Context: an optimization exercise on an open-source flow, tuned for small area, a short achievable clock period and few clock cycles per item. The choices shown serve that exercise and are no tape-out recipe. Function was checked by simulation only, so behaviour that the tests miss may differ from the original.

old:
==> flow/design.v (excerpt) <==
module mandel_engine #(
    parameter int BITS      = 16,
    parameter int ITER_BITS = 7
) (
    input  logic                   clk,
    input  logic                   rst_n,
    input  logic                   in_valid,
    output logic                   in_ready,
    input  logic signed [BITS-1:0] in_x,
    input  logic signed [BITS-1:0] in_y,
    input  logic                   julia_mode,
    input  logic signed [BITS-1:0] julia_cx,
    input  logic signed [BITS-1:0] julia_cy,
    input  logic [ITER_BITS-1:0]   max_iter,
    input  logic                   abort,
    output logic                   out_valid,
    input  logic                   out_ready,
    output logic [ITER_BITS-1:0]   out_iter,
    output logic                   out_escaped,
    output logic                   busy
);
==> flow/config.mk <==
export PLATFORM = sky130hd
export DESIGN_NAME = mandel_engine
export DESIGN_NICKNAME = mandel_engine
export VERILOG_FILES = /design/flow/design.v
export SDC_FILE = /design/flow/constraint.sdc
export NUM_CORES = 4
export LEC_CHECK = 0
export CAP_MARGIN = 20
export CORE_MARGIN = 2
export CORE_UTILIZATION = 65
export CTS_BUF_LIST = sky130_fd_sc_hd__clkbuf_8
export PLACE_DENSITY = 0.85
export SLEW_MARGIN = 20
export SYNTH_HIERARCHICAL = 1
export SYNTH_MINIMUM_KEEP_SIZE = 0
==> flow/constraint.sdc <==
create_clock -name core_clock -period 14.0 [get_ports {clk}]
set_input_delay 2.8000 -clock core_clock [delete_from_list [all_inputs] [get_ports {clk}]]
set_output_delay 2.8000 -clock core_clock [all_outputs]
set_load 0.01 [all_outputs]
standard.sh (not shown) runs the stock make flow with config.mk's settings and CLKGATE_MAP_FILE= SYNTH_SCRIPT=/design/flow/synth_recipe.tcl, a recipe that flattens the netlist after the stock synthesis.
==> flow/flow/run.sh <==
#!/bin/bash
# The standard layout (standard.sh), with: the port buffers made from
# sky130_fd_sc_hd__buf_1 cells instead of the default choice of a delay
# buffer; clock tree synthesis without dummy loads; after global placement,
# registers with many loads upsized (flow/gain.tcl); after detailed
# placement, buffers with many loads upsized (flow/bufs.tcl).
set -euo pipefail
export BUFFER_PORTS_ARGS="-buffer_cell sky130_fd_sc_hd__buf_1"
export CTS_ARGS="-sink_clustering_enable -repair_clock_nets -buf_list sky130_fd_sc_hd__clkbuf_8 -dont_use_dummy_load"
export POST_GLOBAL_PLACE_TCL="$(pwd)/flow/gain.tcl"
export POST_DETAIL_PLACE_TCL="$(pwd)/flow/bufs.tcl"
bash standard.sh > standard.log 2>&1
==> flow/flow/bufs.tcl <==
# After detailed placement: buffers that drive many loads get a stronger
# drive of their own kind (buf_4 -> buf_8).
set n 0
foreach inst [get_cells *] {
  if {[get_property $inst ref_name] ne "sky130_fd_sc_hd__buf_4"} { continue }
  set o [get_pins -of_objects $inst -filter "direction == output"]
  set loads [llength [get_pins -of_objects [get_nets -of_objects $o] -filter "direction == input"]]
  if {$loads >= 16} {
    replace_cell $inst sky130_fd_sc_hd__buf_8
    incr n
  }
}
puts "bufs.tcl: upsized $n buffers"
==> flow/flow/gain.tcl <==
# After global placement: registers that drive many loads get the
# strongest drive of their own cell type (dfxtp_1 -> dfxtp_4).
set n 0
foreach inst [get_cells *] {
  if {[get_property $inst ref_name] ne "sky130_fd_sc_hd__dfxtp_1"} { continue }
  set q [get_pins -of_objects $inst -filter "direction == output"]
  set loads [llength [get_pins -of_objects [get_nets -of_objects $q] -filter "direction == input"]]
  if {$loads >= 8} {
    replace_cell $inst sky130_fd_sc_hd__dfxtp_4
    incr n
  }
}
puts "gain.tcl: upsized $n registers"
Testbench counts of old, summed over its fixed seeds: cycles 83,179, points 2,048.
## Diff of input files: new against old
Settings: an added PLACE_DENSITY_LB_ADDON of 0.1; a change of PLACE_DENSITY from 0.85 to 0.7.
- Diff old -> new: wire length of the first global-routing pass fell by about 4%, number of filler instances in the final layout rose by 166, cell depth of the worst flop-to-flop path fell by 3, design area stayed essentially flat.

---

Another version of the RTL of mandel_engine (not shown whole).
Size: about 120 flip-flops, roughly 88 I/O pins, roughly 18000 um^2 of cells after synthesis.
==> flow/config.mk <==
export PLATFORM = sky130hd
export DESIGN_NAME = mandel_engine
export DESIGN_NICKNAME = mandel_engine
export VERILOG_FILES = /design/flow/design.v
export SDC_FILE = /design/flow/constraint.sdc
export NUM_CORES = 4
export LEC_CHECK = 0
export CAP_MARGIN = 20
export CORE_MARGIN = 2
export CORE_UTILIZATION = 65
export CTS_BUF_LIST = sky130_fd_sc_hd__clkbuf_8
export GPL_ROUTABILITY_DRIVEN = 0
export PLACE_DENSITY = 0.75
export SLEW_MARGIN = 20
export SYNTH_HIERARCHICAL = 1
export SYNTH_MINIMUM_KEEP_SIZE = 0
==> flow/constraint.sdc <==
create_clock -name core_clock -period 14.0 [get_ports {clk}]
set_input_delay 2.8000 -clock core_clock [delete_from_list [all_inputs] [get_ports {clk}]]
set_output_delay 2.8000 -clock core_clock [all_outputs]
set_load 0.01 [all_outputs]
==> flow/flow/run.sh <==
#!/bin/bash
# The standard layout (standard.sh), with the port buffers made from
# sky130_fd_sc_hd__buf_1 cells instead of the default choice of a delay
# buffer, and clock tree synthesis without dummy loads.
set -euo pipefail
export BUFFER_PORTS_ARGS="-buffer_cell sky130_fd_sc_hd__buf_1"
export CTS_ARGS="-sink_clustering_enable -repair_clock_nets -buf_list sky130_fd_sc_hd__clkbuf_8 -dont_use_dummy_load"
bash standard.sh > standard.log 2>&1
Testbench counts at the start, summed over its fixed seeds: cycles 84,151, points 2,048.
Then changed:
==> flow/flow/run.sh (replaced) <==
#!/bin/bash
# The standard layout (standard.sh), with the port buffers made from
# sky130_fd_sc_hd__buf_1 cells instead of the default choice of a delay buffer.
set -euo pipefail
export BUFFER_PORTS_ARGS="-buffer_cell sky130_fd_sc_hd__buf_1"
bash standard.sh > standard.log 2>&1
- CORE_UTILIZATION: 65 -> 55
- GPL_ROUTABILITY_DRIVEN: 0 -> default
- PLACE_DENSITY: 0.75 -> 0.65
What happened: The new run ran to the end with no violations; global-route usage shrinks by 4.4 points; flip-flop and latch count stays the same; setup slack loses 0.20 ns; via count shrinks by about 0.45%; die area grows by 18%; fmax shrinks by about 3%; non-clock buffer count shrinks by 1; area after synthesis is unchanged; core utilization shrinks by 9.5 points.
Then changed:
==> flow/flow/run.sh (replaced) <==
#!/bin/bash
# The standard layout (standard.sh), with the port buffers made from
# sky130_fd_sc_hd__buf_1 cells instead of the default choice of a delay
# buffer, and clock tree synthesis without dummy loads.
set -euo pipefail
export BUFFER_PORTS_ARGS="-buffer_cell sky130_fd_sc_hd__buf_1"
export CTS_ARGS="-sink_clustering_enable -repair_clock_nets -buf_list sky130_fd_sc_hd__clkbuf_8 -dont_use_dummy_load -sink_clustering_size 30 -sink_clustering_max_diameter 100"
bash standard.sh > standard.log 2>&1
- CORE_UTILIZATION: 55 -> 65
- PLACE_DENSITY: 0.65 -> 0.75
After rerunning: Wire length goes down by 3.2%; die area goes down by about 15%; design area went down by about 1.6%.
Then changed:
==> flow/flow/run.sh (replaced) <==
#!/bin/bash
# The standard layout (standard.sh), with the port buffers made from
# sky130_fd_sc_hd__buf_1 cells instead of the default choice of a delay
# buffer, clock tree synthesis without dummy loads, and gain-based buffering
# of high-fanout nets after global placement (flow/gain.tcl).
set -euo pipefail
export BUFFER_PORTS_ARGS="-buffer_cell sky130_fd_sc_hd__buf_1"
export CTS_ARGS="-sink_clustering_enable -repair_clock_nets -buf_list sky130_fd_sc_hd__clkbuf_8 -dont_use_dummy_load"
export POST_GLOBAL_PLACE_TCL="$(pwd)/flow/gain.tcl"
bash standard.sh > standard.log 2>&1
==> flow/flow/gain.tcl (new file) <==
# After global placement: gain-based buffering of high-fanout nets.
estimate_parasitics -placement
repair_design -buffer_gain 4.0 -verbose
- The new run stopped in global placement (EST-0104)
- synthesized cell count is unchanged
- area after synthesis is unchanged

---

Another version of the RTL of mandel_engine (not shown whole).
Size: roughly 0.019 mm^2 of cells after synthesis.
Design mandel_engine, start of the top module:
module mandel_engine #(
    parameter int BITS      = 16,
    parameter int ITER_BITS = 7
) (
    input  logic                   clk,
    input  logic                   rst_n,
    input  logic                   in_valid,
    output logic                   in_ready,
    input  logic signed [BITS-1:0] in_x,
    input  logic signed [BITS-1:0] in_y,
    input  logic                   julia_mode,
    input  logic signed [BITS-1:0] julia_cx,
    input  logic signed [BITS-1:0] julia_cy,
    input  logic [ITER_BITS-1:0]   max_iter,
    input  logic                   abort,
    output logic                   out_valid,
    input  logic                   out_ready,
    output logic [ITER_BITS-1:0]   out_iter,
    output logic                   out_escaped,
    output logic                   busy
);
    logic run_q, done_q;
    logic [6:0] iter_q, lim_q;
    logic signed [15:0] cx_q, cy_q, zx_q, zy_q, sx_q, sy_q;
    logic [16:0] xn, yn;
    logic mesc;
    logic mesc_q, xh_q, yh_q, stop_q;
    mandel_dp u_dp (
        .zx  (zx_q),
        .zy  (zy_q),
        .cx  (cx_q),
        .cy  (cy_q),
        .xn  (xn),
        .yn  (yn),
        .mesc(mesc)
    );
    logic esc, fin, cyc, ckpt;
    assign esc  = mesc_q || (xh_q != zx_q[15]) || (yh_q != zy_q[15]);
  ...
==> flow/config.mk <==
export PLATFORM = sky130hd
export DESIGN_NAME = mandel_engine
export DESIGN_NICKNAME = mandel_engine
export VERILOG_FILES = /design/flow/design.v
export SDC_FILE = /design/flow/constraint.sdc
export NUM_CORES = 4
export LEC_CHECK = 0
export CAP_MARGIN = 20
export CORE_MARGIN = 2
export CORE_UTILIZATION = 40
export SLEW_MARGIN = 50
export SYNTH_HIERARCHICAL = 1
export SYNTH_MINIMUM_KEEP_SIZE = 0
==> flow/constraint.sdc <==
create_clock -name core_clock -period 14.0 [get_ports {clk}]
set_input_delay 2.8000 -clock core_clock [delete_from_list [all_inputs] [get_ports {clk}]]
set_output_delay 2.8000 -clock core_clock [all_outputs]
set_load 0.01 [all_outputs]
==> flow/flow/run.sh <==
#!/bin/bash
# The standard layout (standard.sh), with the port buffers made from
# sky130_fd_sc_hd__buf_2 cells instead of the default choice of a delay buffer.
set -euo pipefail
export BUFFER_PORTS_ARGS="-buffer_cell sky130_fd_sc_hd__buf_2"
bash standard.sh > standard.log 2>&1
Testbench counts at the start, summed over its fixed seeds: cycles 85,107, points 2,048.
==> next run, changes <==
==> flow/flow/run.sh (replaced) <==
#!/bin/bash
# The standard layout (standard.sh), with the port buffers made from
# sky130_fd_sc_hd__buf_1 cells instead of the default choice of a delay buffer.
set -euo pipefail
export BUFFER_PORTS_ARGS="-buffer_cell sky130_fd_sc_hd__buf_1"
bash standard.sh > standard.log 2>&1
Settings changed: SLEW_MARGIN 50 to 20.
- global-route usage is about the same
- worst setup slack gets better by 22 ps
- synthesized cell count stays the same
- synthesized area stays the same
- via count rose by 0.52%
==> next run, changes <==
==> flow/run.sh (new file) <==
#!/bin/bash
# synth_recipe.tcl (not shown) runs the flow's synth.tcl, then flattens the netlist and writes it again
# the make line also repeats each setting of config.mk as NAME=value (left out here)
make -C /OpenROAD-flow-scripts/flow DESIGN_CONFIG=/design/flow/config.mk WORK_HOME=/design/flow/orfs CLKGATE_MAP_FILE= SYNTH_SCRIPT=/design/flow/synth_recipe.tcl finish
removed: flow/flow/run.sh
removed: flow/standard.sh
Die area does not change.
Non-clock buffer count shrinks by 1.
Worst setup slack gets worse by 470 ps.
First-iteration DRC count fell by a little under a tenth.
Maximum frequency fell by a little under a tenth.
Core utilization came out higher by 1.2 points.
Flip-flop and latch count stays the same.
Global-route usage fell by 0.34 points.
==> next run, changes <==
==> flow/flow/run.sh (new file) <==
#!/bin/bash
# The standard layout (standard.sh), with the port buffers made from
# sky130_fd_sc_hd__buf_2 cells instead of the default choice of a delay buffer.
set -euo pipefail
export BUFFER_PORTS_ARGS="-buffer_cell sky130_fd_sc_hd__buf_2"
bash standard.sh > standard.log 2>&1
==> flow/standard.sh (new file) <==
#!/bin/bash
# synth_recipe.tcl (not shown) runs the flow's synth.tcl, then flattens the netlist and writes it again
# the make line also repeats each setting of config.mk as NAME=value (left out here)
make -C /OpenROAD-flow-scripts/flow DESIGN_CONFIG=/design/flow/config.mk WORK_HOME=/design/flow/orfs CLKGATE_MAP_FILE= SYNTH_SCRIPT=/design/flow/synth_recipe.tcl "${@:-finish}"
Settings changed: SLEW_MARGIN 20 to 75.
removed: flow/run.sh
Count of clock-buffer cells in the layout rises by 1.
Non-clock buffer count climbs by 5.
==> next run, changes <==
Settings changed: SLEW_MARGIN 75 to 20.
After rerunning:
- core utilization drops by 0.38 points
- non-clock buffer count drops by 4
- global-route usage is about the same

==> port drivers added, routing unchanged <==
The results above use ideal ports. As a check the final layouts listed here were re-extracted and re-timed, cells and wires unchanged.
Step 1, drivers: a clkbuf_16 drives clk and a buf_2 each remaining input, both assumed.
Step 2 adds t to the input delays and takes it off the output delays; t is the mean of the earliest and latest rising clock arrival at the registers after step 1. Input paths then give back, and output paths get back, about the clock's delay inside the block.
Slacks: ideal ports / drivers / drivers and shift; pairs: ideal ports / drivers.
run | t (ns) | setup WS [ns] | worst setup path after step 2 | pins driven straight from the clock port
old | 0.499 | 7.851 / 7.851 / 7.851 | register to register | 1
new | 0.483 | 7.870 / 7.870 / 7.870 | register to register | 1
the first run of note 2 | 0.487 | 7.816 / 7.816 / 7.816 | register to register | 1
the second run of note 2 | 0.520 | 7.619 / 7.619 / 7.619 | register to register | 1
the third run of note 2 | 0.487 | 7.816 / 7.816 / 7.816 | register to register | 1
the first run of note 3 | 0.495 | 7.734 / 7.734 / 7.734 | register to register | 1
the second run of note 3 | 0.489 | 7.756 / 7.756 / 7.756 | register to register | 1
the third run of note 3 | 0.492 | 7.285 / 7.259 / 7.259 | input to output | 1
the fourth run of note 3 | 0.493 | 7.876 / 7.876 / 7.876 | register to register | 1
the fifth run of note 3 | 0.493 | 7.717 / 7.717 / 7.717 | register to register | 1
After both steps every run listed still meets setup and hold. For the third run of note 3, which loses most, drivers alone change the setup slack by -0.026 ns; drivers and shift together by -0.026 ns.
